This design comes from an exercise in tuning for small area on the open sky130 flow, not from production work.
Where RTL was checked, it was by simulation tests only, not by an equivalence proof against the original.
Function not checked in runs 1 to 3: the RTL went through the layout flow alone.
No driver is modelled on the clock port, so clocking that relies on it looks cheaper here than on a real chip.
Power and IR drop assume default switching activity.

**flow/standard.sh**
```bash
#!/bin/bash
# synth_recipe.tcl (not shown) runs the flow's synth.tcl, then flattens the netlist and writes it again
# the make line also repeats each setting of config.mk as NAME=value (left out here)
make -C /OpenROAD-flow-scripts/flow DESIGN_CONFIG=/design/flow/config.mk WORK_HOME=/design/flow/orfs CLKGATE_MAP_FILE= SYNTH_SCRIPT=/design/flow/synth_recipe.tcl "${@:-finish}"
```
**flow/flow/run.sh**
```bash
#!/bin/bash
# The standard layout, with four changes: every cell goes to its smallest
# drive strength after floorplanning (downsize.tcl), the ports get buf_1
# buffers, CTS uses clkbuf_16 without dummy loads, and after CTS each clock
# buffer goes to the smallest clkbuf that keeps the register clock-pin slew
# under 110 ps (clkdown.tcl).
set -euo pipefail
here=$(pwd)
export POST_FLOORPLAN_TCL="$here/flow/downsize.tcl"
export POST_CTS_TCL="$here/flow/clkdown.tcl"
export BUFFER_PORTS_ARGS="-buffer_cell sky130_fd_sc_hd__buf_1"
export CTS_ARGS="-sink_clustering_enable -repair_clock_nets -buf_list sky130_fd_sc_hd__clkbuf_16 -dont_use_dummy_load"
bash standard.sh finish > "$here/standard_flow.log" 2>&1
```
**flow/flow/downsize.tcl**
```tcl
# Put every cell on the smallest drive strength of its own function (same
# name up to the _N suffix), skipping cells on the don't-use list. The
# placement's repair_design then buffers or sizes up what needs it.
set db [ord::get_db]
set block [ord::get_db_block]
set dont_use {}
if { [info exists ::env(DONT_USE_CELLS)] } {
  set dont_use $::env(DONT_USE_CELLS)
}
proc my_is_dont_use { name pats } {
  foreach p $pats {
    if { [string match $p $name] } { return 1 }
  }
  return 0
}
set swapped 0
set saved 0
foreach inst [$block getInsts] {
  set m [$inst getMaster]
  set name [$m getName]
  if { ![regexp {^(sky130_fd_sc_hd__[a-z0-9]+)_([0-9]+)$} $name -> base sz] } { continue }
  set best $m
  set best_area [expr { [$m getWidth] * [$m getHeight] }]
  foreach n {0 1 2 3 4 6 8 12 16} {
    set cand [$db findMaster "${base}_$n"]
    if { $cand == "NULL" || $cand == "" } { continue }
    if { [my_is_dont_use "${base}_$n" $dont_use] } { continue }
    set a [expr { [$cand getWidth] * [$cand getHeight] }]
    if { $a < $best_area } {
      set best $cand
      set best_area $a
    }
  }
  if { $best != $m } {
    set saved [expr { $saved + [$m getWidth] * [$m getHeight] - $best_area }]
    $inst swapMaster $best
    incr swapped
  }
}
puts "downsize: swapped $swapped cells, saved [expr { $saved / 1.0e6 }] um^2"
```
**flow/flow/clkdown.tcl**
```tcl
# Run after CTS (POST_CTS_TCL). Give each clock buffer the smallest of the
# clkbuf cells that keeps the slew at every register clock pin under the
# limit (placement estimate), the leaf buffers first, then the ones above.
proc my_clk_pin_slew { } {
  set worst 0.0
  foreach p [get_pins -hierarchical */CLK] {
    set s [get_property $p slew_max]
    if { $s > $worst } { set worst $s }
  }
  return $worst
}
proc my_downsize_clock { limit sizes } {
  set db [ord::get_db]
  set block [ord::get_db_block]
  set n 0
  # leaves first (their output drives registers), the rest after
  set leaves {}
  set others {}
  foreach inst [$block getInsts] {
    if { ![string match "clkbuf_*" [$inst getName]] } { continue }
    set drives_reg 0
    foreach it [[[$inst findITerm X] getNet] getITerms] {
      if { [[$it getMTerm] getName] == "CLK" } { set drives_reg 1; break }
    }
    if { $drives_reg } { lappend leaves $inst } else { lappend others $inst }
  }
  foreach inst [concat $leaves $others] {
    set orig [$inst getMaster]
    foreach sz $sizes {
      set m [$db findMaster "sky130_fd_sc_hd__clkbuf_$sz"]
      if { [$m getWidth] >= [[$inst getMaster] getWidth] } { continue }
      $inst swapMaster $m
      estimate_parasitics -placement
      if { [my_clk_pin_slew] > $limit } {
        $inst swapMaster $orig
        estimate_parasitics -placement
      } else {
        set orig $m
        incr n
      }
    }
  }
  puts "downsize_clock: $n swaps, worst clock pin slew [my_clk_pin_slew]"
}

estimate_parasitics -placement
my_downsize_clock 0.110 {8 4 2 1}
```
**flow/constraint.sdc**
```tcl
create_clock -name core_clock -period 8.0 [get_ports {clk_i}]
set_input_delay 1.6000 -clock core_clock [delete_from_list [all_inputs] [get_ports {clk_i}]]
set_output_delay 1.6000 -clock core_clock [all_outputs]
set_load 0.01 [all_outputs]
```
**flow/config.mk**
```make
export PLATFORM = sky130hd
export DESIGN_NAME = button_debounce_auto_repeat
export DESIGN_NICKNAME = button_debounce_auto_repeat
export VERILOG_FILES = /design/flow/design.v
export SDC_FILE = /design/flow/constraint.sdc
export NUM_CORES = 4
export LEC_CHECK = 0
export CAP_MARGIN = 20
export CORE_MARGIN = 2
export CORE_UTILIZATION = 60
export SLEW_MARGIN = 20
export SYNTH_HIERARCHICAL = 1
```
**flow/design.v**
```verilog
`default_nettype none
package bdar_pkg;
  localparam int NUM_BUTTONS_DEF = 6;
  localparam int CNT_W           = 16;
  localparam int CFG_W           = 16;
  localparam int CFG_IDX_W       = 2;
  localparam logic [CNT_W-1:0] DEBOUNCE_RST = 16'd50;
  localparam logic [CNT_W-1:0] DELAY_RST    = 16'd300;
  localparam logic [CNT_W-1:0] INTERVAL_RST = 16'd300;
  typedef enum logic [CFG_IDX_W-1:0] {
    CFG_DEBOUNCE = 2'd0,
    CFG_DELAY    = 2'd1,
    CFG_INTERVAL = 2'd2
  } cfg_reg_e;
endpackage
`default_nettype wire
`default_nettype none
module bdar_cmp2 (
  input  wire logic [1:0] a_i,
  input  wire logic [1:0] b_i,
  input  wire logic       c_i,
  output logic            y_o
);
  logic c1;
  assign c1  = (a_i[0] & b_i[0]) | (c_i & (a_i[0] | b_i[0]));
  assign y_o = (a_i[1] & b_i[1]) | (c1 & (a_i[1] | b_i[1]));
endmodule
module bdar_cmp_lo (
  input  wire logic [1:0] a_i,
  input  wire logic [1:0] b_i,
  output logic            y_o
);
  logic c1;
  assign c1  = a_i[0] | b_i[0];
  assign y_o = (a_i[1] & b_i[1]) | (c1 & (a_i[1] | b_i[1]));
endmodule
module bdar_cnt_carry_e (
  input  wire logic s_i,
  input  wire logic k_i,
  output logic      nk_o
);
  assign nk_o = ~(s_i & k_i);
endmodule
module bdar_cnt_carry_o (
  input  wire logic s_i,
  input  wire logic nk_i,
  output logic      k_o
);
  assign k_o = s_i & ~nk_i;
endmodule
module bdar_cnt_xn_e (
  input  wire logic s_i,
  input  wire logic k_i,
  input  wire logic nk_o_i,
  output logic      xn_o
);
  assign xn_o = ~((s_i | k_i) & nk_o_i);
endmodule
module bdar_cnt_d_e #(
  parameter bit ONE = 1'b0
) (
  input  wire logic xn_i,
  input  wire logic clr_i,
  output logic      d_o
);
  assign d_o = clr_i ? ONE : ~xn_i;
endmodule
module bdar_cnt_nor_o (
  input  wire logic s_i,
  input  wire logic s_lo_i,
  input  wire logic k_lo_i,
  output logic      y_o
);
  assign y_o = ~(s_i | (s_lo_i & k_lo_i));
endmodule
module bdar_cnt_d_o (
  input  wire logic nor_i,
  input  wire logic k_o_i,
  input  wire logic clr_i,
  output logic      d_o
);
  assign d_o = ~(clr_i | k_o_i | nor_i);
endmodule
`default_nettype wire
`default_nettype none
module bdar_cfg_bit (
  input  wire logic nwe_i,
  input  wire logic d_i,
  input  wire logic q_i,
  output logic      y_o
);
  assign y_o = nwe_i ? q_i : ~d_i;
endmodule
`default_nettype wire
`default_nettype none
module button_debounce_auto_repeat (
  input  wire logic        clk_i,
  input  wire logic        rst_ni,
  input  wire logic        cfg_we_i,
  input  wire logic [1:0]  cfg_idx_i,
  input  wire logic [15:0] cfg_data_i,
  input  wire logic        tick_valid_i,
  output logic             tick_ready_o,
  input  wire logic [5:0]  tick_raw_buttons_i,
  output logic             evt_valid_o,
  input  wire logic        evt_ready_i,
  output logic [2:0]       evt_button_index_o,
  output logic             evt_event_kind_o,
  output logic             evt_last_event_o
);
  localparam int NUM_BUTTONS = bdar_pkg::NUM_BUTTONS_DEF;
  localparam int IDX_W = (NUM_BUTTONS > 1) ? $clog2(NUM_BUTTONS) : 1;
  logic [15:0]            deb_n_q, del_n_q, int_n_q;
  logic [15:0]            deb_n_d, del_n_d, int_n_d;
  logic                   nwe_deb, nwe_del, nwe_int;
  logic                   del_zero;
  assign nwe_deb = !(cfg_we_i && (cfg_idx_i == bdar_pkg::CFG_DEBOUNCE));
  assign nwe_del = !(cfg_we_i && (cfg_idx_i == bdar_pkg::CFG_DELAY));
  assign nwe_int = !(cfg_we_i && (cfg_idx_i == bdar_pkg::CFG_INTERVAL));
  for (genvar i = 0; i < 16; i++) begin : g_cfg
    bdar_cfg_bit u_deb (.nwe_i(nwe_deb), .d_i(cfg_data_i[i]), .q_i(deb_n_q[i]), .y_o(deb_n_d[i]));
    bdar_cfg_bit u_del (.nwe_i(nwe_del), .d_i(cfg_data_i[i]), .q_i(del_n_q[i]), .y_o(del_n_d[i]));
    bdar_cfg_bit u_int (.nwe_i(nwe_int), .d_i(cfg_data_i[i]), .q_i(int_n_q[i]), .y_o(int_n_d[i]));
  end
  always_ff @(posedge clk_i or negedge rst_ni) begin
    if (!rst_ni) begin
      deb_n_q <= ~bdar_pkg::DEBOUNCE_RST;
      del_n_q <= ~bdar_pkg::DELAY_RST;
      int_n_q <= ~bdar_pkg::INTERVAL_RST;
    end else begin
      deb_n_q <= deb_n_d;
      del_n_q <= del_n_d;
      int_n_q <= int_n_d;
    end
  end
  assign del_zero = &del_n_q;
  logic                   tick_acc;
  logic [NUM_BUTTONS-1:0] ev;
  logic [NUM_BUTTONS-1:0] stable;
  for (genvar g = 0; g < NUM_BUTTONS; g++) begin : g_lane
    logic        press_q, rep_q, rep_d;
    logic [15:0] s_q, s_d;
    logic [16:0] k;   
    logic [7:0]  xn;  
    logic [7:0]  no;  
    logic [8:1]  c_deb, c_del, c_int;
    logic        ge_deb, ge_del, ge_int;
    logic        chg, clr, sat, tclr;
    bdar_cmp_lo u_deb0 (.a_i(s_q[1:0]), .b_i(deb_n_q[1:0]), .y_o(c_deb[1]));
    bdar_cmp_lo u_del0 (.a_i(s_q[1:0]), .b_i(del_n_q[1:0]), .y_o(c_del[1]));
    bdar_cmp_lo u_int0 (.a_i(s_q[1:0]), .b_i(int_n_q[1:0]), .y_o(c_int[1]));
    for (genvar i = 1; i < 8; i++) begin : g_cmp
      bdar_cmp2 u_deb (.a_i(s_q[2*i+1:2*i]), .b_i(deb_n_q[2*i+1:2*i]), .c_i(c_deb[i]), .y_o(c_deb[i+1]));
      bdar_cmp2 u_del (.a_i(s_q[2*i+1:2*i]), .b_i(del_n_q[2*i+1:2*i]), .c_i(c_del[i]), .y_o(c_del[i+1]));
      bdar_cmp2 u_int (.a_i(s_q[2*i+1:2*i]), .b_i(int_n_q[2*i+1:2*i]), .c_i(c_int[i]), .y_o(c_int[i+1]));
    end
    assign ge_deb = c_deb[8];
    assign ge_del = c_del[8];
    assign ge_int = c_int[8];
    always_comb begin
      chg = (tick_raw_buttons_i[g] ~^ press_q) & ge_deb;
      if (!press_q) begin
        rep_d = chg & del_zero;
        clr   = chg;
        ev[g] = chg;
      end else begin
        rep_d = ~chg & (rep_q | ge_del);
        clr   = chg | (rep_q ? ge_int : ge_del);
        ev[g] = chg | (rep_q & ge_int);
      end
      sat  = &s_q;
      tclr = tick_acc & clr;
    end
    assign k[0] = tick_acc & ~sat;
    for (genvar i = 0; i < 16; i += 2) begin : g_cnt
      bdar_cnt_carry_e u_ce (.s_i(s_q[i]), .k_i(k[i]), .nk_o(k[i+1]));
      bdar_cnt_xn_e u_xe (.s_i(s_q[i]), .k_i(k[i]), .nk_o_i(k[i+1]), .xn_o(xn[i/2]));
      bdar_cnt_d_e #(.ONE(i == 0)) u_de (.xn_i(xn[i/2]), .clr_i(tclr), .d_o(s_d[i]));
      bdar_cnt_carry_o u_co (.s_i(s_q[i+1]), .nk_i(k[i+1]), .k_o(k[i+2]));
      bdar_cnt_nor_o u_no (.s_i(s_q[i+1]), .s_lo_i(s_q[i]), .k_lo_i(k[i]), .y_o(no[i/2]));
      bdar_cnt_d_o u_do (.nor_i(no[i/2]), .k_o_i(k[i+2]), .clr_i(tclr), .d_o(s_d[i+1]));
    end
    always_ff @(posedge clk_i or negedge rst_ni) begin
      if (!rst_ni) begin
        press_q  <= 1'b0;
        rep_q    <= 1'b0;
      end else if (tick_acc) begin
        press_q  <= press_q ^ chg;
        rep_q    <= rep_d;
      end
    end
    always_ff @(posedge clk_i or negedge rst_ni) begin
      if (!rst_ni) begin
        s_q <= 16'd1;
      end else begin
        s_q <= s_d;
      end
    end
    assign stable[g] = ~press_q;
  end
  logic [NUM_BUTTONS-1:0] pend_q, pend_d;
  logic [NUM_BUTTONS-1:0] rest;
  logic [IDX_W-1:0]       sel_idx;
  logic                   sel_kind;
  logic                   found;
  logic                   out_valid_q;
  logic [IDX_W-1:0]       out_idx_q;
  logic                   out_kind_q;
  logic                   out_last_q;
  logic                   out_load;
  logic                   any;
  always_comb begin
    sel_idx  = '0;
    sel_kind = 1'b0;
    found    = 1'b0;
    rest     = pend_q;
    for (int i = 0; i < NUM_BUTTONS; i++) begin
      if (pend_q[i] && !found) begin
        sel_idx  = IDX_W'(i);
        sel_kind = stable[i];
        rest[i]  = 1'b0;
        found    = 1'b1;
      end
    end
    any          = |pend_q;
    out_load     = any && (!out_valid_q || evt_ready_i);
    tick_ready_o = !any || (out_load && (rest == '0));
    tick_acc     = tick_valid_i && tick_ready_o;
    pend_d       = tick_acc ? ev : (out_load ? rest : pend_q);
  end
  always_ff @(posedge clk_i or negedge rst_ni) begin
    if (!rst_ni) begin
      pend_q      <= '0;
      out_valid_q <= 1'b0;
    end else begin
      pend_q      <= pend_d;
      out_valid_q <= out_load | (out_valid_q & ~evt_ready_i);
    end
  end
  always_ff @(posedge clk_i) begin
    if (out_load) begin
      out_idx_q  <= sel_idx;
      out_kind_q <= sel_kind;
      out_last_q <= (rest == '0);
    end
  end
  assign evt_valid_o        = out_valid_q;
  assign evt_button_index_o = out_idx_q;
  assign evt_event_kind_o   = out_kind_q;
  assign evt_last_event_o   = out_last_q;
endmodule
`default_nettype wire
```
==> metrics.md, run 1 <==
| Metric | Value |
|---|---|
| TNS Setup | `0 ns` |
| Multi-input gate area | `0.00565 mm²` |
| Crit path kind | `in -> reg` |
| Max Freq | `0.176 GHz` |
| Synthesis Warnings | `7` |
| Slew @ Worst Pin | `0.950 ns` |
| Worst R2R End | `g_lane[0].s_q[15]$_DFF_PN0_` |
| Sink Count | `168` |
| Critical path peak fanout | `29` |
| First-pass GRT wire length | `45.4 mm` |
| Largest net degree at the start of global routing | `67` |
| Setup crit end kind | `flop` |
| Layout cells sized above 1 | `0.0604` |
| Crit-path slowest cell | `a2111oi_0` |
| R2R cell count | `22` |
| Peak VDD IR | `192 µV` |
| Post-synth design cell area | `0.0108 mm²` |
| Max Cap Viol | `0` |
| Leading area contributor after synthesis | `dfrtp_1` |
| Most used cell, CP | `nor2b_1` |
| CP peak stage delay | `0.76 ns` |
| Register area share after synthesis | `0.395` |
| Ant diodes | `0` |
| Via count | `10,053` |
| Ys flop type | `dfrtp_1` |
| Crit path time final | `around 5.7 ns` |
| Mapped Avg Cell Area | `8.38 µm²` |
| Min Hold Slack | `around 0.52 ns` |
| Cell family with most CP delay | `simple AND/OR/NAND/NOR gates` |
| Synth async-reset ratio | `0.970` |
| CP Launch Type | `primary input` |
| Avg WL per Cell | `approximately 18 µm` |
| Pre-antenna DRT Iters | `6` |
| Vias in the first global route | `8,828` |
| Core Box Area | `0.0178 mm²` |
| FF-to-FF setup slack | `2.63 ns` |
| HP Class | `reg -> reg` |
| # DRC | `0` |
| Final Skew | `0.0346 ns` |
| Initial Util | `0.608` |
| Routability cong. | `0.865` |
| Drt initial violations | `around 900` |
| Pwr Density | `~250 mW/mm²` |
| Total track usage | `0.292` |
| Slew Limit Fails | `0` |
| Headroom to the max-slew limit | `0.350` |
| Sequence of cells on the critical path | `buf_1 > nor2b_1 > a2111oi_0 > a211oi_4 > buf_4 > nor2_1 > nand2_1 > nor2b_1 > nand2_1 > nor2b_1 > nand2_1 > nor2b_1 > nand2_1 > nor2b_1 > nand2_1 > nor2b_1 > nand2_1 > nor2b_1 > nand2_1 > nor2b_1 > nand2_1 > nor2b_1 > nor3_1` |
| RSZ-0062 raised after global routing | `false` |
| Critical path data required time | `between 8 and 9 ns` |
| Num rows | `49` |
| Initial antenna violation count | `0` |
| Post-DP HPWL | `19.5 mm` |
| Register Area | `0.00428 mm²` |
| Share of the synthesized area in the top cell type | `0.277` |
| Worst-Skew Late Latency | `0.46 ns` |
| CTS tree | `built` |
| GRT overflow | `0` |
| Largest cells by area after synthesis | `dfrtp_1 (28%), dfstp_2 (10%), o21ai_1 (10%)` |
| Power, Total | `2700 µW` |
| # fillers | `~1,600` |
| Final nets | `1,373` |
| FF-to-FF Start | `pend_q[1]$_DFFE_PN0P_` |
| Post-route ant nets | `0` |
| Die Height | `between 100 and 150 µm` |
| IO Port Bufs | `35` |
| Final worst path period share | `0.709` |
| Via density | `6.40` |
| Finish-stage setup viols | `0` |
| Area Overhead vs Synth | `-1.85%` |
| Worst path arrival time | `5.99 ns` |
| Reg clk slew, reported paths | `about 0.09 ns` |
| Synth Net Count | `1,324` |
| Worst Path Buf+Inv | `2` |
| Ports | `36` |
| Hold_sp | `g_lane[3].rep_q$_DFFE_PN0P_` |
| Hold Path Stages | `1` |
| DIE AREA | `0.0192 mm²` |
| Chip width | `138 µm` |
| Syn Inst Count | `1,295` |
| Post-synth EDFFs | `5` |
| Drt total wl | `between 20 and 30 mm` |
| Synth cell types | `50` |
| Final Hold Viols | `0` |
| Seq cells post-synth | `roughly 170` |
| P_leak | `0.00380 µW` |
| WHS Endpoint | `g_lane[3].rep_q$_DFFE_PN0P_` |
| Status | `finished clean` |
-- sequential cells by signal, summed over array words and instances, names as in the netlist, 3 cells and up --
signal          flops
g_lane.rep_q        6
int_n_q            16
g_lane.s_q         96
g_lane.press_q      6
deb_n_q            16
del_n_q            16
out_idx_q           3
pend_q              6
-- report_power, final --
group	internal, µW	switching, µW	leakage [µW]	total, µW
Sequential	1040	485	0.00205	1530
Clock	165	273	0.000111	438
Combinational	357	375	0.00164	732
-- modules after synthesis (local to each module, per instance), a selection --
module / times used / area (µm²)
button_debounce_auto_repeat: 1 / 5430
bdar_cmp2: 126 / 20.0
bdar_cnt_nor_o: 48 / 8.76
bdar_cnt_d_o: 48 / 10.0
bdar_cmp_lo: 18 / 16.3
bdar_cnt_carry_e: 48 / 3.75
bdar_cfg_bit: 48 / 8.76
bdar_cnt_xn_e: 48 / 5.00
bdar_cnt_carry_o: 48 / 13.8
-- metal layers --
layer  GRT usage  vias up  wire (µm)
li1            -     4983          -
met5           0        -          0
met1       0.415     4753      12900
met4      0.0870        0        464
met2       0.461      281      12800
met3      0.0499       36       1600
-- logic make-up after synthesis --
kind of cell	Yosys count	synth area share
multiplexers	1	0.000923
flip-flops	168	0.395
buffers and inverters	18	0.00957
XOR/XNOR	10	0.00807
AO/OA/AOI/OAI	612	0.327
AND/OR/NAND/NOR	485	0.259
adder cells (fa/ha/maj)	1	0.000923
-- placed cells by master, fill, tap and decap left out, types with 9 or more instances in the layout --
master / n
nor2_1: 61
buf_4: 9
a21oi_1: 192
dfstp_2: 43
dfrtp_1: 120
nand2_1: 259
nor2b_1: 50
clkbuf_8: 10
o31ai_1: 19
o22ai_1: 129
nand4_1: 28
o21ai_1: 222
o21ai_0: 28
nor3_1: 49
buf_1: 34
-- stage by stage --
| stage | cell area, µm² | setup WS, ns | util | cells |
|---|---|---|---|---|
| 5_1_grt | 10600 | 1.56 | 0.597 | 1571 |
| 6_report | 10600 | 2.33 | 0.597 | 1571 |
| 3_5_place_dp | 10400 | 1.90 | 0.585 | 1554 |
| 2_1_floorplan | 10800 | 3.10 | - | 1295 |
| 3_3_place_gp | 10400 | 2.14 | 0.585 | 1554 |
-- Yosys cell counts (2+ instances only) --
library cell / n
a21oi_1: 146
a21oi_2: 48
a31oi_1: 2
a32oi_1: 5
buf_2: 2
buf_6: 4
clkbuf_1: 7
dfrtp_1: 120
dfstp_2: 43
edfxtp_1: 5
inv_1: 4
nand2_1: 258
nand2b_1: 8
nand3_1: 2
nand3b_1: 8
nand4_1: 28
nor2_1: 56
nor2_2: 5
nor2b_1: 2
nor2b_4: 48
nor3_2: 48
nor4_1: 7
o21ai_0: 28
o21ai_1: 222
o221ai_1: 5
o22ai_1: 129
o31ai_1: 19
or2_2: 6
xnor2_1: 5
xor2_1: 5
-- worst max-delay path by stage --
stage,cells past startpoint,start,to,slack [ns]
2_1_floorplan,23,evt_ready_i,g_lane[4].s_q[15]$_DFF_PN0_,3.10
3_3_place_gp,23,evt_ready_i,g_lane[0].s_q[15]$_DFF_PN0_,2.14
3_5_place_dp,23,evt_ready_i,g_lane[0].s_q[15]$_DFF_PN0_,1.90
5_1_grt,23,evt_ready_i,g_lane[0].s_q[15]$_DFF_PN0_,1.56
6_report,23,evt_ready_i,g_lane[0].s_q[15]$_DFF_PN0_,2.33
-- worst reg2reg max path, stage by stage (launching register included) --
cell	delay, ns
dfrtp_1	0.49
or4_1	0.70
a2111oi_1	0.65
a211oi_4	0.07
buf_4	0.30
nor2_1	0.22
nand2_1	0.09
nor2b_1	0.22
nand2_1	0.10
nor2b_1	0.24
nand2_1	0.10
nor2b_1	0.25
nand2_1	0.12
nor2b_1	0.30
nand2_1	0.11
nor2b_1	0.25
nand2_1	0.10
nor2b_1	0.27
nand2_1	0.11
nor2b_1	0.24
nand2_1	0.11
nor2b_1	0.12
nor3_1	0.06
-- area by class of cell --
class,count,share of cell area
Clock buffer,17,0.0193
Inverter,4,0.00141
Multi-Input combinational cell,1109,0.531
Sequential cell,168,0.402
Tap cell,229,0.0269
Timing Repair Buffer,44,0.0190
==> inputs of run 2 (changes only) <==
--- a/flow/design.v
+++ b/flow/design.v
@@ -30,9 +30,26 @@
   input  wire logic [1:0] b_i,
   output logic            y_o
 );
-  logic c1;
-  assign c1  = a_i[0] | b_i[0];
-  assign y_o = (a_i[1] & b_i[1]) | (c1 & (a_i[1] | b_i[1]));
+  logic t1, t2;
+  bdar_nand2 u_t1 (.a_i(a_i[1]), .b_i(b_i[1]), .y_o(t1));
+  bdar_oai22 u_t2 (.a_i(a_i[1]), .b_i(b_i[1]), .c_i(a_i[0]), .d_i(b_i[0]), .y_o(t2));
+  bdar_nand2 u_y  (.a_i(t1), .b_i(t2), .y_o(y_o));
+endmodule
+module bdar_nand2 (
+  input  wire logic a_i,
+  input  wire logic b_i,
+  output logic      y_o
+);
+  assign y_o = ~(a_i & b_i);
+endmodule
+module bdar_oai22 (
+  input  wire logic a_i,
+  input  wire logic b_i,
+  input  wire logic c_i,
+  input  wire logic d_i,
+  output logic      y_o
+);
+  assign y_o = ~((a_i | b_i) & (c_i | d_i));
 endmodule
 module bdar_cnt_carry_e (
   input  wire logic s_i,
==> run 2 against run 1 <==
  * Total power is 0.56% higher
  * Design area down 0.38%
  * Flip-flop and latch count is the same
  * Worst setup slack worse by 0.011 ns
  * Non-clock buffer count is 1 higher
  * Clock power down 1%
  * Clock-buffer cell count did not move
  * Critical path type unchanged
  * Critical endpoint unchanged
==> metrics.md, run 2 <==
| Metric | Value |
|---|---|
| Synth async-reset ratio | `0.970 (unchanged)` |
| Slew Limit Fails | `0 (unchanged)` |
| Synth cell types | `50 (unchanged)` |
| Largest cells by area after synthesis | `dfrtp_1 (28%), dfstp_2 (10%), o21ai_1 (10%) (unchanged)` |
| Final Hold Viols | `0 (unchanged)` |
| Finished Layout Cells | `1,573 (was 1,571)` |
| Critical path peak fanout | `29 (unchanged)` |
| Via density | `6.47 (was 6.40)` |
| Crit path time final | `5.69 ns (was 5.67 ns)` |
| Seq cells post-synth | `168 (unchanged)` |
| Drt initial violations | `913 (was 895)` |
| Area Overhead vs Synth | `-1.81% (was -1.85%)` |
| Post-route ant nets | `0 (unchanged)` |
| GRT overflow | `0 (unchanged)` |
| Headroom to the max-slew limit | `0.248 (was 0.350)` |
| CP Launch Type | `primary input (unchanged)` |
| CP peak stage delay | `0.88 ns (was 0.76 ns)` |
| Crit path kind | `in -> reg (unchanged)` |
| FF-to-FF Start | `pend_q[0]$_DFFE_PN0P_ (was pend_q[1]$_DFFE_PN0P_)` |
| Total track usage | `0.295 (was 0.292)` |
| Post-Synth Adder-Cell Area | `0.000927 (was 0.000923)` |
| Share of the synthesized area in the top cell type | `0.278 (was 0.277)` |
| Vias in the first global route | `9,150 (was 8,828)` |
| RSZ-0062 raised after global routing | `false (unchanged)` |
| Ys flop type | `dfrtp_1 (unchanged)` |
| Mapped Avg Cell Area | `8.34 µm² (was 8.38 µm²)` |
| Status | `finished clean (unchanged)` |
| Commonest cells after routing, fill and taps aside | `nand2_1 (277), o21ai_1 (222), a21oi_1 (192) (was nand2_1 (259), o21ai_1 (222), a21oi_1 (192))` |
| Slew @ Worst Pin | `1.10 ns (was 0.950 ns)` |
| Top-count cell post-synth | `nand2_1 (unchanged)` |
| Reg clk slew, reported paths | `0.08 ns (was 0.09 ns)` |
| Critical path data required time | `8.46 ns (was 8.31 ns)` |
| Peak VDD IR | `221 µV (was 192 µV)` |
| Xor/xnor share of the synthesized area | `0.00811 (was 0.00807)` |
| Largest net degree at the start of global routing | `66 (was 67)` |
| Register area share after synthesis | `0.397 (was 0.395)` |
| Leading area contributor after synthesis | `dfrtp_1 (unchanged)` |
| Max Freq | `0.176 GHz (about the same)` |
| Sequence of cells on the critical path | `buf_1 > nor2b_1 > a2111oi_0 > a211oi_4 > buf_4 > nor2_1 > nand2_1 > nor2b_1 > nand2_1 > nor2b_1 > nand2_1 > nor2b_1 > nand2_1 > nor2b_1 > nand2_1 > nor2b_1 > nand2_1 > nor2b_1 > nand2_1 > nor2b_1 > nand2_1 > nor2b_1 > nor3_1 (unchanged)` |
| Post-route core utilization | `0.595 (was 0.597)` |
| CTS tree | `built (unchanged)` |
| Synth Net Count | `1,324 (unchanged)` |
| Initial antenna violation count | `1 (was 0)` |
| Ports | `36 (unchanged)` |
| TNS Setup | `0 ns (unchanged)` |
| Pre-antenna DRT Iters | `7 (was 6)` |
| Cell family with most CP delay | `simple AND/OR/NAND/NOR gates (unchanged)` |
| Final worst path period share | `0.711 (was 0.709)` |
| Compound-Gate Fraction of Synth Area | `0.318 (was 0.327)` |
| Finished Cell Area | `0.0106 mm² (about the same)` |
| GR met3 Demand/Resource | `0.0391 (was 0.0499)` |
| Worst-Skew Late Latency | `0.60 ns (was 0.46 ns)` |
| Biggest register | `g_lane.s_q (unchanged)` |
| Sink Count | `168 (unchanged)` |
| Simple-Gate Fraction of Synth Area | `0.266 (was 0.259)` |
| Post-synth EDFFs | `5 (unchanged)` |
| Pwr Density | `256 mW/mm² (was 253 mW/mm²)` |
| Max Cap Viol | `0 (unchanged)` |
| HP Class | `reg -> reg (unchanged)` |
| Mux cell area share after synthesis | `0.000927 (was 0.000923)` |
| # fillers | `1,695 (was 1,646)` |
| Initial Util | `0.605 (was 0.608)` |
| Die Height | `138 µm (about the same)` |
| IO Port Bufs | `35 (unchanged)` |
| First-pass GRT wire length | `46.1 mm (was 45.4 mm)` |
| DP Cell Count | `1,555 (was 1,554)` |
| Hold_sp | `int_n_q[0]$_DFF_PN1_ (was g_lane[3].rep_q$_DFFE_PN0P_)` |
| Largest family of logic cells by synthesized area | `compound AO/OA/AOI/OAI gates (unchanged)` |
| Final nets | `1,374 (was 1,373)` |
| Most used cell, CP | `nor2b_1 (unchanged)` |
| Syn Inst Count | `1,295 (unchanged)` |
| Post-synth design cell area | `0.0108 mm² (about the same)` |
| Via count | `10,172 (was 10,053)` |
| Commonest non-fill, non-tap cell in the layout | `nand2_1 (unchanged)` |
| GRT busiest layer | `met2 (unchanged)` |
| Chip width | `138 µm (about the same)` |
| Drt total wl | `28.2 mm (was 27.8 mm)` |
| DIE AREA | `0.0191 mm² (was 0.0192 mm²)` |
| Max reg flops | `96 (unchanged)` |
| Num rows | `49 (unchanged)` |
| Setup crit end kind | `flop (unchanged)` |
| Routability cong. | `0.844 (was 0.865)` |
| Synthesis Warnings | `7 (unchanged)` |
| Avg WL per Cell | `17.9 µm (was 17.7 µm)` |
| Layout cells sized above 1 | `0.0611 (was 0.0604)` |
| Post-DP HPWL | `19.7 mm (was 19.5 mm)` |
| Crit-path slowest cell | `a2111oi_0 (unchanged)` |
| Crit. Startpoint | `evt_ready_i (unchanged)` |
| Core Box Area | `0.0178 mm² (unchanged)` |
| Top cells by count, synth | `nand2_1 (276), o21ai_1 (222), o22ai_1 (147) (was nand2_1 (258), o21ai_1 (222), a21oi_1 (146))` |
| Met2 Use GR | `0.459 (was 0.461)` |
| Worst Path Buf+Inv | `2 (unchanged)` |
| DP Area | `0.0104 mm² (about the same)` |
| Finish-stage setup viols | `0 (unchanged)` |
| Met1 usage | `0.431 (was 0.415)` |
| Final Skew | `0.0321 ns (was 0.0346 ns)` |
| # DRC | `0 (unchanged)` |
| Worst path arrival time | `6.14 ns (was 5.99 ns)` |
| P_leak | `0.00380 µW (about the same)` |
==> run 2: cell count changes after synthesis <==
cell     before  now
o21ai_0      28   10
o31ai_1      19    1
o22ai_1     129  147
nand2_1     258  276
==> run 2: report_power, final <==
group          internal (µW)  switching (µW)
Combinational            363             389
Clock                    160             271
Sequential              1040             486
Total                   1560            1150
==> run 2: cells by family (layout without fill, tap and decap cells) <==
| kind of cell | count (synthesis) | after routing |
|---|---|---|
| AOI/OAI and AO/OA | 594 | 594 |
| xor gates and xnor gates | 10 | 10 |
| adders and majority gates | 1 | 1 |
| buffers and inverters | 18 | 66 |
| DFF | 168 | 168 |
| muxes | 1 | 1 |
| other | 0 | 1 |
| and+or+nand+nor | 503 | 503 |
==> run 2: metal layers <==
layer	part of all wire	vias to the layer above
li1	-	4950
met1	0.47	4867
met2	0.45	311
met3	0.055	44
met4	0.024	0
met5	0	-
==> run 2: final cells by class <==
class	instances	area (µm²)	area share
inverters	4	15.0	0.00142
diodes	1	2.50	0.000236
repair buffers	45	210	0.0198
clock buffers	17	200	0.0189
well taps	229	287	0.0270
multi-input cells	1109	5610	0.529
flip-flops and latches	168	4280	0.404
==> run 2: final timing paths <==
| check | cells after the start | slack, ns | to |
|---|---|---|---|
| setup reg to reg | 22 | 2.54 | g_lane[0].s_q[15]$_DFF_PN0_ |
| hold reg to reg | 2 | 0.52 | int_n_q[0]$_DFF_PN1_ |
| min in group asynchronous | 1 | 1.08 | g_lane[0].s_q[7]$_DFF_PN0_ |
| max in group asynchronous | 2 | 5.56 | g_lane[2].s_q[8]$_DFF_PN0_ |
| hold / removal | 2 | 0.52 | int_n_q[0]$_DFF_PN1_ |
| setup / recovery | 23 | 2.31 | g_lane[0].s_q[15]$_DFF_PN0_ |
==> run 2: stage by stage <==
step / hold WS (ns) / total power [µW] / setup WS (ns)
finish: 0.525 / 2710 / 2.31
global route: 0.547 / 2900 / 1.80
detailed placement: 0.514 / 2260 / 1.76
global placement: 0.492 / 2240 / 2.14
floorplan: 0.474 / 2100 / 3.10
==> run 2: worst register-to-register path, cell delays in order, from the launching register on <==
cell and delay (ns):
dfrtp_1 0.50, maj3_1 0.41, a2111oi_0 0.96, a211oi_4 0.11, buf_4 0.32, nor2_1 0.24, nand2_1 0.09, nor2b_1 0.23
nand2_1 0.11, nor2b_1 0.24, nand2_1 0.10, nor2b_1 0.25, nand2_1 0.10, nor2b_1 0.29, nand2_1 0.11, nor2b_1 0.25
nand2_1 0.11, nor2b_1 0.26, nand2_1 0.11, nor2b_1 0.23, nand2_1 0.10, nor2b_1 0.12, nor3_1 0.06
==> run 2: modules after synthesis (local to each module, per instance), a selection <==
module,cell area [µm²],flip-flops and latches,copies in the design,cells inside
bdar_cfg_bit,8.76,0,48,2
bdar_cmp2,20.0,0,126,4
bdar_cnt_carry_e,3.75,0,48,1
bdar_cnt_carry_o,13.8,0,48,1
bdar_cnt_d_o,10.0,0,48,1
bdar_cnt_nor_o,8.76,0,48,1
bdar_cnt_xn_e,5.00,0,48,1
bdar_nand2,3.75,0,36,1
bdar_oai22,6.26,0,18,1
button_debounce_auto_repeat,5430,168,1,353
==> inputs of run 3 (changes only) <==
--- a/flow/design.v
+++ b/flow/design.v
@@ -108,6 +108,30 @@
 );
   assign y_o = nwe_i ? q_i : ~d_i;
 endmodule
+module bdar_xor2 (input wire logic a_i, input wire logic b_i, output logic y_o);
+  assign y_o = a_i ^ b_i;
+endmodule
+module bdar_xnor2 (input wire logic a_i, input wire logic b_i, output logic y_o);
+  assign y_o = ~(a_i ^ b_i);
+endmodule
+module bdar_and2 (input wire logic a_i, input wire logic b_i, output logic y_o);
+  assign y_o = a_i & b_i;
+endmodule
+module bdar_andn (input wire logic a_i, input wire logic b_i, output logic y_o);
+  assign y_o = a_i & ~b_i;
+endmodule
+module bdar_ao21 (input wire logic a_i, input wire logic b_i, input wire logic c_i, output logic y_o);
+  assign y_o = (a_i & b_i) | c_i;
+endmodule
+module bdar_oa21 (input wire logic a_i, input wire logic b_i, input wire logic c_i, output logic y_o);
+  assign y_o = (a_i | b_i) & c_i;
+endmodule
+module bdar_and3n (input wire logic a_n_i, input wire logic b_i, input wire logic c_i, output logic y_o);
+  assign y_o = ~a_n_i & b_i & c_i;
+endmodule
+module bdar_mux2 (input wire logic s_i, input wire logic a_i, input wire logic b_i, output logic y_o);
+  assign y_o = s_i ? a_i : b_i;
+endmodule
 `default_nettype wire
 `default_nettype none
 module button_debounce_auto_repeat (
@@ -162,7 +186,7 @@
     logic [7:0]  no;  
     logic [8:1]  c_deb, c_del, c_int;
     logic        ge_deb, ge_del, ge_int;
-    logic        chg, clr, sat, tclr;
+    logic        chg, sat, tclr;
     bdar_cmp_lo u_deb0 (.a_i(s_q[1:0]), .b_i(deb_n_q[1:0]), .y_o(c_deb[1]));
     bdar_cmp_lo u_del0 (.a_i(s_q[1:0]), .b_i(del_n_q[1:0]), .y_o(c_del[1]));
     bdar_cmp_lo u_int0 (.a_i(s_q[1:0]), .b_i(int_n_q[1:0]), .y_o(c_int[1]));
@@ -174,20 +198,18 @@
     assign ge_deb = c_deb[8];
     assign ge_del = c_del[8];
     assign ge_int = c_int[8];
-    always_comb begin
-      chg = (tick_raw_buttons_i[g] ~^ press_q) & ge_deb;
-      if (!press_q) begin
-        rep_d = chg & del_zero;
-        clr   = chg;
-        ev[g] = chg;
-      end else begin
-        rep_d = ~chg & (rep_q | ge_del);
-        clr   = chg | (rep_q ? ge_int : ge_del);
-        ev[g] = chg | (rep_q & ge_int);
-      end
-      sat  = &s_q;
-      tclr = tick_acc & clr;
-    end
+    logic x, ntchg, press_d, arm, sel_thr, rep_or;
+    bdar_xor2  u_x    (.a_i(tick_raw_buttons_i[g]), .b_i(press_q), .y_o(x));
+    bdar_andn  u_chg  (.a_i(ge_deb), .b_i(x), .y_o(chg));
+    bdar_nand2 u_tchg (.a_i(tick_acc), .b_i(chg), .y_o(ntchg));
+    bdar_xnor2 u_pd   (.a_i(press_q), .b_i(ntchg), .y_o(press_d));
+    bdar_ao21  u_ev   (.a_i(rep_q), .b_i(ge_int), .c_i(chg), .y_o(ev[g]));
+    bdar_and3n u_arm  (.a_n_i(rep_q), .b_i(press_q), .c_i(ge_del), .y_o(arm));
+    bdar_oa21  u_tclr (.a_i(ev[g]), .b_i(arm), .c_i(tick_acc), .y_o(tclr));
+    bdar_mux2  u_thr  (.s_i(press_q), .a_i(ge_del), .b_i(del_zero), .y_o(sel_thr));
+    bdar_ao21  u_rep  (.a_i(tick_acc), .b_i(sel_thr), .c_i(rep_q), .y_o(rep_or));
+    bdar_and2  u_repd (.a_i(press_d), .b_i(rep_or), .y_o(rep_d));
+    assign sat = &s_q;
     assign k[0] = tick_acc & ~sat;
     for (genvar i = 0; i < 16; i += 2) begin : g_cnt
       bdar_cnt_carry_e u_ce (.s_i(s_q[i]), .k_i(k[i]), .nk_o(k[i+1]));
@@ -199,11 +221,11 @@
     end
     always_ff @(posedge clk_i or negedge rst_ni) begin
       if (!rst_ni) begin
-        press_q  <= 1'b0;
-        rep_q    <= 1'b0;
-      end else if (tick_acc) begin
-        press_q  <= press_q ^ chg;
-        rep_q    <= rep_d;
+        press_q <= 1'b0;
+        rep_q   <= 1'b0;
+      end else begin
+        press_q <= press_d;
+        rep_q   <= rep_d;
       end
     end
     always_ff @(posedge clk_i or negedge rst_ni) begin
==> run 3 against run 2 <==
  * Still clean on timing, DRC and antenna
  * Sequential power shrank 5%
  * Clock-buffer cell count is the same
  * Sequential share of layout area grew 0.21 points
  * Critical path depth shrank 1
  * Synthesized cell count shrank 1.9%
  * Register-to-register slack gained 0.40 ns
  * Area after synthesis is essentially flat
  * Final cell count shrank 1.3%
  * First-iteration DRC count grew 6.4%
  * Clock power shrank 0.9%
  * Total power shrank 7.6%
==> metrics.md, run 3 <==
| Metric | Value |
|---|---|
| TNS Setup | `0 ns (unchanged)` |
| Headroom to the max-slew limit | `0.349 (was 0.248)` |
| GRT overflow | `0 (unchanged)` |
| Num rows | `49 (unchanged)` |
| Max Cap Viol | `0 (unchanged)` |
| Slew Limit Fails | `0 (unchanged)` |
| CP peak stage delay | `0.70 ns (was 0.88 ns)` |
| Layout cells sized above 1 | `0.0522 (was 0.0611)` |
| Top cells by count, synth | `nand2_1 (268), o21ai_1 (225), o22ai_1 (144) (was nand2_1 (276), o21ai_1 (222), o22ai_1 (147))` |
| Initial Util | `0.606 (was 0.605)` |
| Via density | `6.43 (was 6.47)` |
| CTS tree | `built (unchanged)` |
| Max Freq | `0.198 GHz (was 0.176 GHz)` |
| Synth async-reset ratio | `0.970 (unchanged)` |
| Crit-path slowest cell | `or4_1 (was a2111oi_0)` |
| Status | `finished clean (unchanged)` |
| DP Area | `0.0104 mm² (about the same)` |
| CP Launch Type | `flop (was primary input)` |
| Worst-Skew Late Latency | `0.60 ns (about the same)` |
| Total track usage | `0.285 (was 0.295)` |
| Post-route ant nets | `0 (unchanged)` |
| First-pass GRT wire length | `44.4 mm (was 46.1 mm)` |
| # DRC | `0 (unchanged)` |
| Pwr Density | `237 mW/mm² (was 256 mW/mm²)` |
| Largest net degree at the start of global routing | `79 (was 66)` |
| Core Box Area | `0.0178 mm² (unchanged)` |
| Synthesis Warnings | `7 (unchanged)` |
| Sink Count | `168 (unchanged)` |
| Avg WL per Cell | `17.6 µm (was 17.9 µm)` |
| RSZ-0062 raised after global routing | `false (unchanged)` |
| Mapped Avg Cell Area | `8.50 µm² (was 8.34 µm²)` |
| Chip width | `138 µm (about the same)` |
| Top-count cell post-synth | `nand2_1 (unchanged)` |
| Post-synth EDFFs | `5 (unchanged)` |
| # fillers | `1,629 (was 1,695)` |
| DP Cell Count | `1,535 (was 1,555)` |
| Leading area contributor after synthesis | `dfrtp_1 (unchanged)` |
| Finished Layout Cells | `1,553 (was 1,573)` |
| Crit path kind | `reg -> reg (was in -> reg)` |
| Post-DP HPWL | `19.4 mm (was 19.7 mm)` |
| Reg clk slew, reported paths | `0.09 ns (was 0.08 ns)` |
| Register area share after synthesis | `0.396 (was 0.397)` |
| Register Area | `0.00428 mm² (unchanged)` |
| Synth cell types | `45 (was 50)` |
| Slew @ Worst Pin | `0.976 ns (was 1.10 ns)` |
| Share of the synthesized area in the top cell type | `0.278 (about the same)` |
| Critical path data required time | `8.42 ns (was 8.46 ns)` |
| Finish-stage setup viols | `0 (unchanged)` |
| Commonest cells after routing, fill and taps aside | `nand2_1 (268), o21ai_1 (225), a21oi_1 (176) (was nand2_1 (277), o21ai_1 (222), a21oi_1 (192))` |
| Initial antenna violation count | `1 (unchanged)` |
| DIE AREA | `0.0191 mm² (about the same)` |
| Pre-antenna DRT Iters | `5 (was 7)` |
| Area Overhead vs Synth | `-2.36% (was -1.81%)` |
| Final Skew | `0.0335 ns (was 0.0321 ns)` |
| Largest cells by area after synthesis | `dfrtp_1 (28%), dfstp_2 (10%), o21ai_1 (10%) (unchanged)` |
| Peak VDD IR | `210 µV (was 221 µV)` |
| Biggest register | `g_lane.s_q (unchanged)` |
| Die Height | `138 µm (about the same)` |
| Finished Cell Area | `0.0106 mm² (about the same)` |
| HP Class | `reg -> reg (unchanged)` |
| Sequence of cells on the critical path | `or4_1 > nor3_1 > o31ai_1 > buf_4 > nor2_1 > nand2_1 > nor2b_1 > nand2_1 > nor2b_1 > nand2_1 > nor2b_1 > nand2_1 > nor2b_1 > nand2_1 > nor2b_1 > nand2_1 > nor2b_1 > nand2_1 > nor2b_1 > nand2_1 > nor2b_1 > nor3_1 (was buf_1 > nor2b_1 > a2111oi_0 > a211oi_4 > buf_4 > nor2_1 > nand2_1 > nor2b_1 > nand2_1 > nor2b_1 > nand2_1 > nor2b_1 > nand2_1 > nor2b_1 > nand2_1 > nor2b_1 > nand2_1 > nor2b_1 > nand2_1 > nor2b_1 > nand2_1 > nor2b_1 > nor3_1)` |
| Synth Net Count | `1,300 (was 1,324)` |
| Critical path peak fanout | `10 (was 29)` |
| Post-synth design cell area | `0.0108 mm² (about the same)` |
| Final worst path period share | `0.633 (was 0.711)` |
| Final Hold Viols | `0 (unchanged)` |
| Drt total wl | `27.4 mm (was 28.2 mm)` |
| Drt initial violations | `971 (was 913)` |
| Ports | `36 (unchanged)` |
| Ys flop type | `dfrtp_1 (unchanged)` |
| Routability cong. | `0.849 (was 0.844)` |
| Commonest non-fill, non-tap cell in the layout | `nand2_1 (unchanged)` |
| Vias in the first global route | `8,819 (was 9,150)` |
| Max reg flops | `96 (unchanged)` |
| Worst path arrival time | `5.49 ns (was 6.14 ns)` |
| P_leak | `0.00393 µW (was 0.00380 µW)` |
| IO Port Bufs | `35 (unchanged)` |
| Multi-input gate area | `0.00558 mm² (was 0.00561 mm²)` |
| Setup crit end kind | `flop (unchanged)` |
| Seq cells post-synth | `168 (unchanged)` |
| Syn Inst Count | `1,271 (was 1,295)` |
| Final nets | `1,354 (was 1,374)` |
| Via count | `9,984 (was 10,172)` |
| Min Hold Slack | `0.544 ns (was 0.525 ns)` |
| Crit path time final | `5.06 ns (was 5.69 ns)` |
-- run 3: logic make-up after synthesis --
| logic type | after synthesis | synth area share |
|---|---|---|
| XOR/XNOR | 12 | 0.00972 |
| buffers and inverters | 12 | 0.00590 |
| AND/OR/NAND/NOR | 493 | 0.268 |
| AO/OA/AOI/OAI | 580 | 0.311 |
| flip-flops | 168 | 0.396 |
| multiplexers | 6 | 0.00834 |
-- run 3: final cells by class --
| cell class | count | share of cell area |
|---|---|---|
| repair buffers | 41 | 0.0171 |
| diodes | 1 | 0.000237 |
| flip-flops and latches | 168 | 0.406 |
| inverters | 6 | 0.00213 |
| multi-input cells | 1091 | 0.529 |
| well taps | 229 | 0.0272 |
| clock buffers | 17 | 0.0185 |
-- run 3: per-module statistics from Yosys (local to each module, per instance), a selection --
| module | copies in the design | flip-flops and latches | cells inside |
|---|---|---|---|
| bdar_andn | 6 | 0 | 1 |
| bdar_cmp2 | 126 | 0 | 4 |
| bdar_cfg_bit | 48 | 0 | 2 |
| bdar_nand2 | 42 | 0 | 1 |
| bdar_ao21 | 12 | 0 | 1 |
| bdar_oa21 | 6 | 0 | 1 |
| bdar_xnor2 | 6 | 0 | 1 |
| bdar_oai22 | 18 | 0 | 1 |
| button_debounce_auto_repeat | 1 | 168 | 269 |
| bdar_cnt_carry_e | 48 | 0 | 1 |
-- run 3: through the flow --
stage                util  total power (µW)  setup WS, ns
global placement    0.580              2050          2.75
floorplan               -              1910          3.24
finish              0.591              2510          2.94
global route        0.591              2680          2.26
detailed placement  0.580              2080          2.50
-- run 3: power by group --
part	internal (µW)	total [µW]	switching, µW	leakage [µW]
clock network	155	428	273	0.000107
registers	1020	1460	439	0.00206
logic	306	620	313	0.00176
total	1480	2510	1030	0.00393
-- run 3: worst paths after layout --
path | slack [ns] | startpoint | cells after the start | end
setup / recovery | 2.94 | pend_q[1]$_DFFE_PN0P_ | 22 | g_lane[0].s_q[15]$_DFF_PN0_
hold / removal | 0.54 | deb_n_q[0]$_DFF_PN1_ | 2 | deb_n_q[0]$_DFF_PN1_
setup reg to reg | 2.94 | pend_q[1]$_DFFE_PN0P_ | 22 | g_lane[0].s_q[15]$_DFF_PN0_
hold reg to reg | 0.54 | deb_n_q[0]$_DFF_PN1_ | 2 | deb_n_q[0]$_DFF_PN1_
max in group asynchronous | 5.88 | rst_ni | 2 | g_lane[3].s_q[6]$_DFF_PN0_
min in group asynchronous | 0.88 | rst_ni | 1 | g_lane[0].s_q[2]$_DFF_PN0_
-- run 3: routing by layer --
layer  part of all wire  GRT usage
met2               0.47      0.462
met4              0.013     0.0575
met1               0.45      0.411
met5                  0          0
met3              0.062     0.0436
-- run 3: worst max-delay path, delay by kind of cell (launching register included) --
| kind | cells | cell delay (ns) |
|---|---|---|
| AND/OR/NAND/NOR | 20 | 4.09 |
| flip-flops | 1 | 0.48 |
| buffers and inverters | 1 | 0.21 |
| AO/OA/AOI/OAI | 1 | 0.14 |
==> inputs of run 4 (changes only) <==
--- a/flow/design.v
+++ b/flow/design.v
@@ -129,6 +129,12 @@
 module bdar_and3n (input wire logic a_n_i, input wire logic b_i, input wire logic c_i, output logic y_o);
   assign y_o = ~a_n_i & b_i & c_i;
 endmodule
+module bdar_aoi21 (input wire logic a_i, input wire logic b_i, input wire logic c_i, output logic y_o);
+  assign y_o = ~((a_i & b_i) | c_i);
+endmodule
+module bdar_nand3n (input wire logic a_n_i, input wire logic b_i, input wire logic c_i, output logic y_o);
+  assign y_o = ~(~a_n_i & b_i & c_i);
+endmodule
 module bdar_mux2 (input wire logic s_i, input wire logic a_i, input wire logic b_i, output logic y_o);
   assign y_o = s_i ? a_i : b_i;
 endmodule
@@ -175,8 +181,8 @@
     end
   end
   assign del_zero = &del_n_q;
-  logic                   tick_acc;
-  logic [NUM_BUTTONS-1:0] ev;
+  logic                   tick_acc, ntick_acc;
+  logic [NUM_BUTTONS-1:0] nev;     
   logic [NUM_BUTTONS-1:0] stable;
   for (genvar g = 0; g < NUM_BUTTONS; g++) begin : g_lane
     logic        press_q, rep_q, rep_d;
@@ -198,14 +204,14 @@
     assign ge_deb = c_deb[8];
     assign ge_del = c_del[8];
     assign ge_int = c_int[8];
-    logic x, ntchg, press_d, arm, sel_thr, rep_or;
+    logic x, ntchg, press_d, narm, sel_thr, rep_or;
     bdar_xor2  u_x    (.a_i(tick_raw_buttons_i[g]), .b_i(press_q), .y_o(x));
     bdar_andn  u_chg  (.a_i(ge_deb), .b_i(x), .y_o(chg));
     bdar_nand2 u_tchg (.a_i(tick_acc), .b_i(chg), .y_o(ntchg));
     bdar_xnor2 u_pd   (.a_i(press_q), .b_i(ntchg), .y_o(press_d));
-    bdar_ao21  u_ev   (.a_i(rep_q), .b_i(ge_int), .c_i(chg), .y_o(ev[g]));
-    bdar_and3n u_arm  (.a_n_i(rep_q), .b_i(press_q), .c_i(ge_del), .y_o(arm));
-    bdar_oa21  u_tclr (.a_i(ev[g]), .b_i(arm), .c_i(tick_acc), .y_o(tclr));
+    bdar_aoi21  u_ev   (.a_i(rep_q), .b_i(ge_int), .c_i(chg), .y_o(nev[g]));
+    bdar_nand3n u_arm  (.a_n_i(rep_q), .b_i(press_q), .c_i(ge_del), .y_o(narm));
+    bdar_aoi21  u_tclr (.a_i(nev[g]), .b_i(narm), .c_i(ntick_acc), .y_o(tclr));
     bdar_mux2  u_thr  (.s_i(press_q), .a_i(ge_del), .b_i(del_zero), .y_o(sel_thr));
     bdar_ao21  u_rep  (.a_i(tick_acc), .b_i(sel_thr), .c_i(rep_q), .y_o(rep_or));
     bdar_and2  u_repd (.a_i(press_d), .b_i(rep_or), .y_o(rep_d));
@@ -237,7 +243,7 @@
     end
     assign stable[g] = ~press_q;
   end
-  logic [NUM_BUTTONS-1:0] pend_q, pend_d;
+  logic [NUM_BUTTONS-1:0] pend_q, pend_d, keep;
   logic [NUM_BUTTONS-1:0] rest;
   logic [IDX_W-1:0]       sel_idx;
   logic                   sel_kind;
@@ -264,8 +270,12 @@
     any          = |pend_q;
     out_load     = any && (!out_valid_q || evt_ready_i);
     tick_ready_o = !any || (out_load && (rest == '0));
-    tick_acc     = tick_valid_i && tick_ready_o;
-    pend_d       = tick_acc ? ev : (out_load ? rest : pend_q);
+    ntick_acc    = !(tick_valid_i && tick_ready_o);
+    tick_acc     = !ntick_acc;
+    keep         = out_load ? rest : pend_q;
+  end
+  for (genvar i = 0; i < NUM_BUTTONS; i++) begin : g_pend
+    bdar_cfg_bit u_pend (.nwe_i(ntick_acc), .d_i(nev[i]), .q_i(keep[i]), .y_o(pend_d[i]));
   end
   always_ff @(posedge clk_i or negedge rst_ni) begin
     if (!rst_ni) begin
==> run 4 against run 3 <==
  * Still clean on timing, DRC and antenna
  * Die area increased by 0.10%
  * Wire length increased by 1.9%
  * Worst setup slack got worse by 0.28 ns
  * Utilization about the same
  * Clock-buffer cell count unchanged
  * Total power increased by 6.0%
  * Design area about the same
  * Clock power about the same
  * Area after synthesis increased by 0.10%
  * Critical path type is now in -> reg
  * Critical endpoint is now g_lane[3].s_q[15]$_DFF_PN0_
  * Largest power group unchanged
  * Highest routed layer unchanged
==> metrics.md, run 4 <==
| Metric | Value |
|---|---|
| Top-count cell post-synth | `nand2_1 (unchanged)` |
| DP Area | `0.0104 mm² (about the same)` |
| Finished Cell Area | `0.0106 mm² (about the same)` |
| Share of the synthesized area in the top cell type | `0.278 (about the same)` |
| Setup crit end kind | `flop (unchanged)` |
| Ports | `36 (unchanged)` |
| Simple-Gate Fraction of Synth Area | `0.270 (was 0.268)` |
| Synthesis Warnings | `7 (unchanged)` |
| Final Hold Viols | `0 (unchanged)` |
| Finish-stage setup viols | `0 (unchanged)` |
| Commonest cells after routing, fill and taps aside | `nand2_1 (274), o21ai_1 (228), a21oi_1 (187) (was nand2_1 (268), o21ai_1 (225), a21oi_1 (176))` |
| TNS Setup | `0 ns (unchanged)` |
| Synth async-reset ratio | `0.970 (unchanged)` |
| Crit-path slowest cell | `maj3_1 (was or4_1)` |
| Post-DP HPWL | `19.5 mm (was 19.4 mm)` |
| Post-route ant nets | `0 (unchanged)` |
| Final worst path period share | `0.668 (was 0.633)` |
| Max reg flops | `96 (unchanged)` |
| Syn Inst Count | `1,273 (was 1,271)` |
| Synth Net Count | `1,302 (was 1,300)` |
| Mux cell area share after synthesis | `0.00833 (was 0.00834)` |
| Vias in the first global route | `8,652 (was 8,819)` |
| Commonest non-fill, non-tap cell in the layout | `nand2_1 (unchanged)` |
| # fillers | `1,666 (was 1,629)` |
| Worst path arrival time | `5.65 ns (was 5.49 ns)` |
| Post-synth EDFFs | `5 (unchanged)` |
| Num rows | `49 (unchanged)` |
| Multi-input gate area | `0.00557 mm² (was 0.00558 mm²)` |
| Critical path peak fanout | `25 (was 10)` |
| Post-route core utilization | `0.591 (about the same)` |
| Initial antenna violation count | `0 (was 1)` |
| Via density | `6.26 (was 6.43)` |
| Biggest register | `g_lane.s_q (unchanged)` |
| Cell family with most CP delay | `simple AND/OR/NAND/NOR gates (unchanged)` |
| Core Box Area | `0.0178 mm² (unchanged)` |
| Avg WL per Cell | `17.9 µm (was 17.6 µm)` |
| Critical path data required time | `8.31 ns (was 8.42 ns)` |
| Slew Limit Fails | `0 (unchanged)` |
| Crit path depth | `23 (was 22)` |
| Largest family of logic cells by synthesized area | `compound AO/OA/AOI/OAI gates (unchanged)` |
| Most used cell, CP | `nor2b_1` |
| Layout cells sized above 1 | `0.0556 (was 0.0522)` |
| Ant diodes | `0 (was 1)` |
| Mapped Avg Cell Area | `8.50 µm² (about the same)` |
| CP Launch Type | `primary input (was flop)` |
| Final nets | `1,361 (was 1,354)` |
| Drt initial violations | `746 (was 971)` |
| Via count | `9,752 (was 9,984)` |
| Seq cells post-synth | `168 (unchanged)` |
| Sequence of cells on the critical path | `buf_1 > nor2b_1 > maj3_1 > o22a_1 > buf_4 > nor2_1 > nand2_1 > nor2b_1 > nand2_1 > nor2b_1 > nand2_1 > nor2b_1 > nand2_1 > nor2b_1 > nand2_1 > nor2b_1 > nand2_1 > nor2b_1 > nand2_1 > nor2b_1 > nand2_1 > nor2b_1 > nor3_1 (was or4_1 > nor3_1 > o31ai_1 > buf_4 > nor2_1 > nand2_1 > nor2b_1 > nand2_1 > nor2b_1 > nand2_1 > nor2b_1 > nand2_1 > nor2b_1 > nand2_1 > nor2b_1 > nand2_1 > nor2b_1 > nand2_1 > nor2b_1 > nand2_1 > nor2b_1 > nor3_1)` |
| Reg clk slew, reported paths | `0.07 ns (was 0.09 ns)` |
| Leading area contributor after synthesis | `dfrtp_1 (unchanged)` |
| Ys flop type | `dfrtp_1 (unchanged)` |
| First-pass GRT wire length | `45.7 mm (was 44.4 mm)` |
| Finished Layout Cells | `1,559 (was 1,553)` |
| Total track usage | `0.295 (was 0.285)` |
| IO Port Bufs | `35 (unchanged)` |
| Initial Util | `0.606 (about the same)` |
| Peak VDD IR | `231 µV (was 210 µV)` |
| Largest net degree at the start of global routing | `74 (was 79)` |
| Sink Count | `168 (unchanged)` |
| Drt total wl | `27.9 mm (was 27.4 mm)` |
| Max Cap Viol | `0 (unchanged)` |
| Worst-Skew Late Latency | `0.45 ns (was 0.60 ns)` |
| Routability cong. | `0.915 (was 0.849)` |
| Headroom to the max-slew limit | `0.399 (was 0.349)` |
| Xor/xnor share of the synthesized area | `0.00971 (was 0.00972)` |
| Post-synth design cell area | `0.0108 mm² (about the same)` |
| Register Area | `0.00428 mm² (unchanged)` |
| P_leak | `0.00386 µW (was 0.00393 µW)` |
| Synth cell types | `41 (was 45)` |
| Post-Synth Adder-Cell Area | `0.00104 (was 0)` |
| # DRC | `0 (unchanged)` |
| CTS tree | `built (unchanged)` |
| Hold Path Stages | `2 (unchanged)` |
| Status | `finished clean (unchanged)` |
| Top cells by count, synth | `nand2_1 (274), o21ai_1 (228), o22ai_1 (145) (was nand2_1 (268), o21ai_1 (225), o22ai_1 (144))` |
| Compound-Gate Fraction of Synth Area | `0.310 (was 0.311)` |
| Min Hold Slack | `0.560 ns (was 0.544 ns)` |
| Worst Path Buf+Inv | `2 (was 1)` |
| Pre-antenna DRT Iters | `6 (was 5)` |
| Slew @ Worst Pin | `0.902 ns (was 0.976 ns)` |
| Register area share after synthesis | `0.396 (about the same)` |
| RSZ-0062 raised after global routing | `false (unchanged)` |
| Final Skew | `0.0335 ns (about the same)` |
| Die Height | `138 µm (about the same)` |
| Largest cells by area after synthesis | `dfrtp_1 (28%), o21ai_1 (11%), dfstp_2 (10%) (was dfrtp_1 (28%), dfstp_2 (10%), o21ai_1 (10%))` |
| Max Freq | `0.187 GHz (was 0.198 GHz)` |
| Area Overhead vs Synth | `-2.47% (was -2.36%)` |
| DIE AREA | `0.0191 mm² (about the same)` |
| HP Class | `reg -> reg (unchanged)` |
| R2R cell count | `22 (unchanged)` |
| Pwr Density | `252 mW/mm² (was 237 mW/mm²)` |
| Crit path time final | `5.34 ns (was 5.06 ns)` |
| CP peak stage delay | `0.38 ns (was 0.70 ns)` |
| GRT overflow | `0 (unchanged)` |
| DP Cell Count | `1,542 (was 1,535)` |
| Chip width | `138 µm (about the same)` |
| Crit path kind | `in -> reg (was reg -> reg)` |
==> run 4: area by class of cell <==
type	count	area share
timing repair buffer	44	0.0192
inverter	4	0.00142
clock buffer	17	0.0186
tap	229	0.0272
multi-input combinational	1097	0.528
sequential	168	0.406
==> run 4: final timing paths <==
check / startpoint / to / slack [ns]
worst max register to register: pend_q[4]$_DFF_PN0_ / g_lane[3].s_q[15]$_DFF_PN0_ / 3.36
worst max-delay path: evt_ready_i / g_lane[3].s_q[15]$_DFF_PN0_ / 2.66
worst min register to register: int_n_q[0]$_DFF_PN1_ / int_n_q[0]$_DFF_PN1_ / 0.56
max in group asynchronous: rst_ni / int_n_q[3]$_DFF_PN0_ / 5.48
worst min-delay path: int_n_q[0]$_DFF_PN1_ / int_n_q[0]$_DFF_PN1_ / 0.56
min in group asynchronous: rst_ni / pend_q[0]$_DFF_PN0_ / 1.16
==> run 4: per-layer routing <==
| metal | vias to the layer above | track usage | wire length [µm] |
|---|---|---|---|
| li1 | 4909 | - | - |
| met1 | 4536 | 0.417 | 12900 |
| met3 | 28 | 0.0471 | 1540 |
| met2 | 279 | 0.478 | 13100 |
| met4 | 0 | 0.0752 | 390 |
| met5 | - | 0 | 0 |
==> run 4: modules after synthesis (local to each module, per instance), a selection <==
module / cell area [µm²] / cells inside / times used / flops+latches
bdar_cnt_carry_o: 13.8 / 1 / 48 / 0
bdar_aoi21: 8.76 / 1 / 12 / 0
bdar_andn: 13.8 / 1 / 6 / 0
bdar_cfg_bit: 8.76 / 2 / 54 / 0
bdar_cnt_carry_e: 3.75 / 1 / 48 / 0
bdar_oai22: 6.26 / 1 / 18 / 0
bdar_cmp2: 20.0 / 4 / 126 / 0
bdar_cnt_xn_e: 5.00 / 1 / 48 / 0
bdar_cnt_nor_o: 8.76 / 1 / 48 / 0
bdar_xor2: 8.76 / 1 / 6 / 0
bdar_xnor2: 8.76 / 1 / 6 / 0
button_debounce_auto_repeat: 4870 / 259 / 1 / 168
==> run 4: stage by stage <==
| stage | worst slack, ns | total power, µW |
|---|---|---|
| 3_5_place_dp | 2.28 | 2220 |
| 2_1_floorplan | 3.12 | 2060 |
| 5_1_grt | 2.00 | 2860 |
| 6_report | 2.66 | 2660 |
| 3_3_place_gp | 2.49 | 2200 |
==> run 4: cell families (layout without fill, tap and decap cells) <==
| family | Yosys count | count (layout) |
|---|---|---|
| muxes | 6 | 6 |
| and+or+nand+nor | 498 | 498 |
| AOI/OAI and AO/OA | 580 | 580 |
| DFF | 168 | 168 |
| adders and majority gates | 1 | 1 |
| buffers and inverters | 8 | 65 |
| xor gates and xnor gates | 12 | 12 |
==> run 4: report_power, final <==
| part | internal, µW | switching, µW | total [µW] |
|---|---|---|---|
| combinational | 352 | 364 | 716 |
| clock | 157 | 271 | 428 |
| sequential | 1040 | 476 | 1510 |
==> run 4: worst min-delay path, delay by kind of cell, from the launching register on <==
family | cells | cell delay [ns]
DFF | 1 | 0.43
and+or+nand+nor | 1 | 0.07
AOI/OAI and AO/OA | 1 | 0.05

port drivers added, routing unchanged:
The flow's constraints put no driver on any port. The routed layouts listed below were extracted and timed again, unchanged, in two steps.
Step 1, drivers: a clkbuf_16 drives clk_i and a buf_2 each remaining input, both assumed.
Step 2, shift: input delay + t, output delay - t, t = (earliest + latest rising clock arrival at the registers) / 2. This alone moves slack from input paths to output paths.
Three values: ideal, step 1, step 2; two values: the first two.
run | t, ns | setup slack, ns | hold slack, ns | worst setup path after step 2
run 1 | 0.487 | 2.326 / 2.349 / 1.862 | 0.520 / 0.520 / 0.520 | input to register
run 2 | 0.627 | 2.315 / 2.337 / 1.710 | 0.525 / 0.525 / 0.525 | input to register
run 3 | 0.619 | 2.938 / 2.938 / 2.402 | 0.544 / 0.544 / 0.544 | input to register
run 4 | 0.480 | 2.658 / 2.680 / 2.200 | 0.560 / 0.560 / 0.560 | input to register
After both steps setup and hold are still met in every run listed. For run 2, which loses most, drivers alone change the setup slack by +0.022 ns; drivers and shift together by -0.605 ns.
